Source: an optimization exercise on an open RTL-to-GDS flow (aim: small area and a short achievable clock period). Production flows keep margins and buffers that such runs may drop. Function was checked by simulation only, so behaviour that the tests miss may differ from the original. Power and IR drop assume default switching activity.

Setup of main:
==> flow/design.v (excerpt) <==
module dmem_responder #(
  parameter int DEPTH       = 32,
  parameter int WAIT_CYCLES = 2
) (
  input  logic              Clk,
  input  logic              Rst,
  input  logic              reqValid,
  output logic              reqReady,
  input  logic              reqWrite,
  input  logic [63:0]       reqAddr,
  input  logic [1:0]        reqSize,
  input  logic [63:0]       reqWData,
  output logic              respValid,
  input  logic              respReady,
  output logic [63:0]       respRData,
  output logic              respErr,
  output logic [63:0]       dMemOut
);
Size: about 4900 cells after synthesis, roughly 2300 flip-flops, about 71000 um2 of cells after synthesis.
Settings: LEC_CHECK=0, CAP_MARGIN=20, CORE_MARGIN=2, CORE_UTILIZATION=50, CTS_CLUSTER_DIAMETER=50, CTS_CLUSTER_SIZE=24, SETUP_SLACK_MARGIN=2.5, SLEW_MARGIN=20, SYNTH_HIERARCHICAL=1, SYNTH_MINIMUM_KEEP_SIZE=0; clock period 5.0 ns.
run.sh (not shown) runs the stock make flow with config.mk's settings and CLKGATE_MAP_FILE= SYNTH_SCRIPT=/design/flow/synth_recipe.tcl, a recipe that flattens the netlist after the stock synthesis.
[inputs] the feature branch vs main
==> flow/flow/run.sh (new file) <==
#!/bin/bash
# The standard layout (standard.sh), with two changes to how it is made:
#  - every port still gets its own buffer, but a plain buf_2 instead of the
#    delay-cell buffer buffer_ports picks by default;
#  - clock tree synthesis adds no dummy loads.
# Each tool's output goes to standard.log (and ORFS's own logs under orfs/).
set -o pipefail
cd "$(dirname "$0")/.."
export BUFFER_PORTS_ARGS="-buffer_cell sky130_fd_sc_hd__buf_2"
export CTS_ARGS="-sink_clustering_enable -repair_clock_nets -dont_use_dummy_load -sink_clustering_size 24 -sink_clustering_max_diameter 50"
bash standard.sh > standard.log 2>&1
==> flow/standard.sh (new file) <==
#!/bin/bash
# synth_recipe.tcl (not shown) runs the flow's synth.tcl, then flattens the netlist and writes it again
# the make line also repeats each setting of config.mk as NAME=value (left out here)
make -C /OpenROAD-flow-scripts/flow DESIGN_CONFIG=/design/flow/config.mk WORK_HOME=/design/flow/orfs CLKGATE_MAP_FILE= SYNTH_SCRIPT=/design/flow/synth_recipe.tcl "${@:-finish}"
removed: flow/run.sh
==> comparison <==
Across main and the feature branch, the outcome is the same: a clean finish for every run.
[the feature branch] setup slack of the critical path after layout fell 0.078 ns relative to main
Going from main to the feature branch, final instance area decreased by about 2.8% relative to the old numbers, total standard cell area after synthesis closely matched the old numbers, clock share of power decreased by 4.7 points relative to the old numbers.
The feature branch ended up with flop to flop as its category of the most critical setup path; main ended up with flop to output port.

* * *

Another version of the RTL of dmem_responder (not shown whole).
For scale: ~4600 cells after synthesis, roughly 70000 um^2 of cells after synthesis.
==> flow/design.v (excerpt) <==
module dmem_responder #(
  parameter int DEPTH       = 32,
  parameter int WAIT_CYCLES = 2
) (
  input  logic              Clk,
  input  logic              Rst,
  input  logic              reqValid,
  output logic              reqReady,
  input  logic              reqWrite,
  input  logic [63:0]       reqAddr,
  input  logic [1:0]        reqSize,
  input  logic [63:0]       reqWData,
  output logic              respValid,
  input  logic              respReady,
  output logic [63:0]       respRData,
  output logic              respErr,
  output logic [63:0]       dMemOut
);
  localparam int NS  = 32;   
  localparam int NR  = 16;   
  localparam int GAP = 3;    
  logic s_idle, s_w1, s_w2, s_resp;
  logic busy_o, rv_o;
  logic [63:0] sw;         
  logic [2:0]  off_q;
  logic [4:0]  idx_q;
  logic [1:0]  size_q;
  logic        err_q;
  logic        st_ok_q;    
  logic        late_q;     
  logic [7:0]  bs0_q;      
  logic [3:0]  bs1_q;      
  logic [1:0]  bs2_q;      
  logic        bs4_q;      
  logic [NR-1:0] rsel_q;
  logic          fwd_q;
  logic [4:0]  cnt;
  logic [4:0]  cnt2;       
  logic [63:0] wb;
  logic [4:0]  wb_idx;
  logic        wb_pend;    
  logic        commit;
  assign reqReady  = ~busy_o;
  assign respValid = rv_o;
  logic respErr_o;
  assign respErr   = respErr_o;
  assign commit    = s_w2 & st_ok_q;
  logic       req_err, req_ld;
  logic [2:0] req_amask;
  always_comb begin
    case (reqSize)
      2'd0:    req_amask = 3'b000;
      2'd1:    req_amask = 3'b001;
      2'd2:    req_amask = 3'b011;
      default: req_amask = 3'b111;
    endcase
  end
  assign req_err = ((reqAddr[2:0] & req_amask) != 3'b000) || (reqAddr[63:8] != 56'd0);
  assign req_ld  = ~reqWrite & ~req_err;
  logic [63:0] wrep;
  always_comb begin
    for (int l = 0; l < 8; l++) begin
      case (reqSize)
        2'd0:    wrep[8*l +: 8] = reqWData[7:0];
        2'd1:    wrep[8*l +: 8] = reqWData[8*(l%2) +: 8];
        2'd2:    wrep[8*l +: 8] = reqWData[8*(l%4) +: 8];
        default: wrep[8*l +: 8] = reqWData[8*l +: 8];
      endcase
    end
  end
  logic [63:0] slot_q [NS];
  logic [NS-1:0] ins_q;
  logic        wb_hit;     
  logic [4:0]  st_slot_n, wb_slot_n;    
  logic        wb_pend_n;
  assign wb_hit    = |ins_q;
  assign wb_pend_n = commit | (wb_pend & ~wb_hit);
  ...
clock: 5.0 ns
lec_check: 0
cap_margin: 20
core_margin: 2
core_utilization: 55
setup_slack_margin: 2.8
slew_margin: 20
synth_hierarchical: 1
synth_minimum_keep_size: 0
standard.sh (not shown) runs the stock make flow with config.mk's settings and CLKGATE_MAP_FILE= SYNTH_SCRIPT=/design/flow/synth_recipe.tcl, a recipe that flattens the netlist after the stock synthesis.
==> flow/flow/run.sh <==
#!/bin/bash
# The standard layout (standard.sh), with two changes to how it is made:
#  - every port still gets its own buffer, but a plain buf_2 instead of the
#    delay-cell buffer buffer_ports picks by default;
#  - clock tree synthesis adds no dummy loads and clusters up to 30 sinks per buffer.
# Each tool's output goes to standard.log (and ORFS's own logs under orfs/).
set -o pipefail
cd "$(dirname "$0")/.."
export BUFFER_PORTS_ARGS="-buffer_cell sky130_fd_sc_hd__buf_2"
export CTS_ARGS="-sink_clustering_enable -repair_clock_nets -dont_use_dummy_load -sink_clustering_size 30 -sink_clustering_max_diameter 60 -buf_list {sky130_fd_sc_hd__clkbuf_8 sky130_fd_sc_hd__clkbuf_16}"
bash standard.sh > standard.log 2>&1
Next try:
--- a/flow/config.mk
+++ b/flow/config.mk
@@ -11 +11 @@
-export SETUP_SLACK_MARGIN = 2.8
+export SETUP_SLACK_MARGIN = 3.1
- global-route usage increases by 1.1 points
- via count increases by 0.85%
- core utilization increases by 0.82 points
- setup slack gains 0.019 ns
- non-clock buffer count increases by 47
- total power stays flat
- worst hold slack gains 0.0035 ns
- clock power barely changes
- final area increases by 1.2%
- count of clock-buffer cells in the layout decreases by 2

* * *

== build 31 ==
dmem_responder again, from the RTL that the note above started with.
clock: 5.0 ns
lec_check: 0
cap_margin: 20
core_margin: 2
core_utilization: 55
setup_slack_margin: 2.5
slew_margin: 20
synth_hierarchical: 1
synth_minimum_keep_size: 0
==> flow/flow/run.sh <==
#!/bin/bash
# The standard layout (standard.sh), with two changes to how it is made:
#  - every port still gets its own buffer, but a plain buf_2 instead of the
#    delay-cell buffer buffer_ports picks by default;
#  - clock tree synthesis adds no dummy loads and clusters up to 40 sinks per buffer.
# Each tool's output goes to standard.log (and ORFS's own logs under orfs/).
set -o pipefail
cd "$(dirname "$0")/.."
export BUFFER_PORTS_ARGS="-buffer_cell sky130_fd_sc_hd__buf_2"
export CTS_ARGS="-sink_clustering_enable -repair_clock_nets -dont_use_dummy_load -sink_clustering_size 40 -sink_clustering_max_diameter 60 -buf_list {sky130_fd_sc_hd__clkbuf_8 sky130_fd_sc_hd__clkbuf_16}"
bash standard.sh > standard.log 2>&1
#### Input delta (build 60 over build 31)
# build 31
export LEC_CHECK = 0
export CAP_MARGIN = 20
export CORE_MARGIN = 2
export CORE_UTILIZATION = 55
export SETUP_SLACK_MARGIN = 2.5
export SLEW_MARGIN = 20
export SYNTH_HIERARCHICAL = 1
export SYNTH_MINIMUM_KEEP_SIZE = 0
create_clock -name core_clock -period 5.0 [get_ports {Clk}]
# build 60
export LEC_CHECK = 0
export ABC_CLOCK_PERIOD_IN_PS = 2500
export CAP_MARGIN = 20
export CORE_MARGIN = 2
export CORE_UTILIZATION = 55
export SETUP_SLACK_MARGIN = 2.5
export SLEW_MARGIN = 20
export SYNTH_HIERARCHICAL = 1
export SYNTH_MINIMUM_KEEP_SIZE = 0
create_clock -name core_clock -period 5.0 [get_ports {Clk}]
--- a/flow/flow/run.sh
+++ b/flow/flow/run.sh
@@ -5 +5 @@
-#  - clock tree synthesis adds no dummy loads and clusters up to 40 sinks per buffer.
+#  - clock tree synthesis adds no dummy loads and clusters up to 30 sinks per buffer.
@@ -10 +10 @@
-export CTS_ARGS="-sink_clustering_enable -repair_clock_nets -dont_use_dummy_load -sink_clustering_size 40 -sink_clustering_max_diameter 60 -buf_list {sky130_fd_sc_hd__clkbuf_8 sky130_fd_sc_hd__clkbuf_16}"
+export CTS_ARGS="-sink_clustering_enable -repair_clock_nets -dont_use_dummy_load -sink_clustering_size 30 -sink_clustering_max_diameter 60 -buf_list {sky130_fd_sc_hd__clkbuf_8 sky130_fd_sc_hd__clkbuf_16}"
==> run summary <==
Build 60 finished every step from synthesis to the final layout, and the layout passed the timing, DRC and antenna checks.
Build 60 vs. build 31: upper clock frequency limit stayed essentially flat, utilization did not really move, overall power after layout held steady, static power due to leakage neither gained nor lost much.
Build 60 vs build 31 — number of buffers inserted by post-CTS setup repair dropped by a few percent
diff inputs: build 60 => build 19
# build 60
export LEC_CHECK = 0
export ABC_CLOCK_PERIOD_IN_PS = 2500
export CAP_MARGIN = 20
export CORE_MARGIN = 2
export CORE_UTILIZATION = 55
export SETUP_SLACK_MARGIN = 2.5
export SLEW_MARGIN = 20
export SYNTH_HIERARCHICAL = 1
export SYNTH_MINIMUM_KEEP_SIZE = 0
create_clock -name core_clock -period 5.0 [get_ports {Clk}]
# build 19
export LEC_CHECK = 0
export CAP_MARGIN = 20
export CORE_MARGIN = 2
export CORE_UTILIZATION = 62
export SETUP_SLACK_MARGIN = 2.5
export SLEW_MARGIN = 20
export SYNTH_HIERARCHICAL = 1
export SYNTH_MINIMUM_KEEP_SIZE = 0
create_clock -name core_clock -period 5.0 [get_ports {Clk}]
## What came out
- Diff build 60..build 19 | post-place instance area | negligible
- | clock-buffer cell count | lower: build 19 |
- Taking build 60 as the reference, in build 19 worst setup slack now smaller, peak clock frequency supported by timing fell by about 1.4%, data required time of the worst path saw little to no change, routed wire length down about 5%, final cell count down 160.
Changes in build 23 relative to build 19:
# build 19
export LEC_CHECK = 0
export CAP_MARGIN = 20
export CORE_MARGIN = 2
export CORE_UTILIZATION = 62
export SETUP_SLACK_MARGIN = 2.5
export SLEW_MARGIN = 20
export SYNTH_HIERARCHICAL = 1
export SYNTH_MINIMUM_KEEP_SIZE = 0
create_clock -name core_clock -period 5.0 [get_ports {Clk}]
# build 23
export LEC_CHECK = 0
export CAP_MARGIN = 20
export CORE_MARGIN = 2
export CORE_UTILIZATION = 55
export SETUP_SLACK_MARGIN = 2.5
export SLEW_MARGIN = 20
export SYNTH_HIERARCHICAL = 1
export SYNTH_MINIMUM_KEEP_SIZE = 0
create_clock -name core_clock -period 5.0 [get_ports {Clk}]
--- a/flow/flow/run.sh
+++ b/flow/flow/run.sh
@@ -5 +5 @@
-#  - clock tree synthesis adds no dummy loads and clusters up to 30 sinks per buffer.
+#  - clock tree synthesis adds no dummy loads and clusters up to 34 sinks per buffer.
@@ -10 +10 @@
-export CTS_ARGS="-sink_clustering_enable -repair_clock_nets -dont_use_dummy_load -sink_clustering_size 30 -sink_clustering_max_diameter 60 -buf_list {sky130_fd_sc_hd__clkbuf_8 sky130_fd_sc_hd__clkbuf_16}"
+export CTS_ARGS="-sink_clustering_enable -repair_clock_nets -dont_use_dummy_load -sink_clustering_size 34 -sink_clustering_max_diameter 45 -buf_list {sky130_fd_sc_hd__clkbuf_8 sky130_fd_sc_hd__clkbuf_16}"
==> comparison <==
Of build 23 and build 19, it is build 23 that has the lower clock-pin slew on the worst setup and hold paths.
Measured against each other, build 23 and build 19 differ in first-iteration DRC count, the higher figure coming from build 23.
Build 23: global-route wire length before repair 4.6% above build 19
When the final numbers for build 23 and build 19 were put side by side, the die width turned out to be smaller in build 19.
Compared build 23 vs build 19, and wire length on met3 is up in build 23.
[compare] base=build 19 new=build 23: clock network fraction of design power now larger, register share of the cell area now smaller.
In the metrics for build 23 and build 19, the one carrying the lower logic depth of the worst register-to-register path is build 19.

## what the ideal ports hide
No port has a modelled driver above. Below, the same layouts with a new extraction and two added sets of constraints.
Step 1 assumes that a clkbuf_16 drives the clock port and a buf_2 every other input.
Step 2, shift: input delay + t, output delay - t, t = (earliest + latest rising clock arrival at the registers) / 2. This alone moves slack from input paths to output paths.
Three values: ideal ports, drivers, drivers and shift; two values: the first two.
| run | shift t [ns] | setup WS [ns] | worst setup path after step 2 |
|---|---|---|---|
| main | 0.908 | 2.309 / 2.231 / 1.628 | input to register |
| the feature branch | 0.886 | 2.232 / 2.232 / 1.589 | input to register |
| the first run of note 2 | 0.863 | 2.409 / 2.328 / 1.872 | input to register |
| the second run of note 2 | 0.869 | 2.428 / 2.341 / 1.863 | input to register |
| build 31 | 0.850 | 2.467 / 2.415 / 1.682 | input to register |
| build 60 | 0.853 | 2.469 / 2.409 / 1.705 | input to register |
| build 19 | 0.822 | 2.434 / 2.434 / 1.832 | input to register |
| build 23 | 0.865 | 2.448 / 2.411 / 1.635 | input to register |
After both steps every run listed still meets setup and hold. For build 23, which loses most, drivers alone change the setup slack by -0.037 ns; drivers and shift together by -0.813 ns.
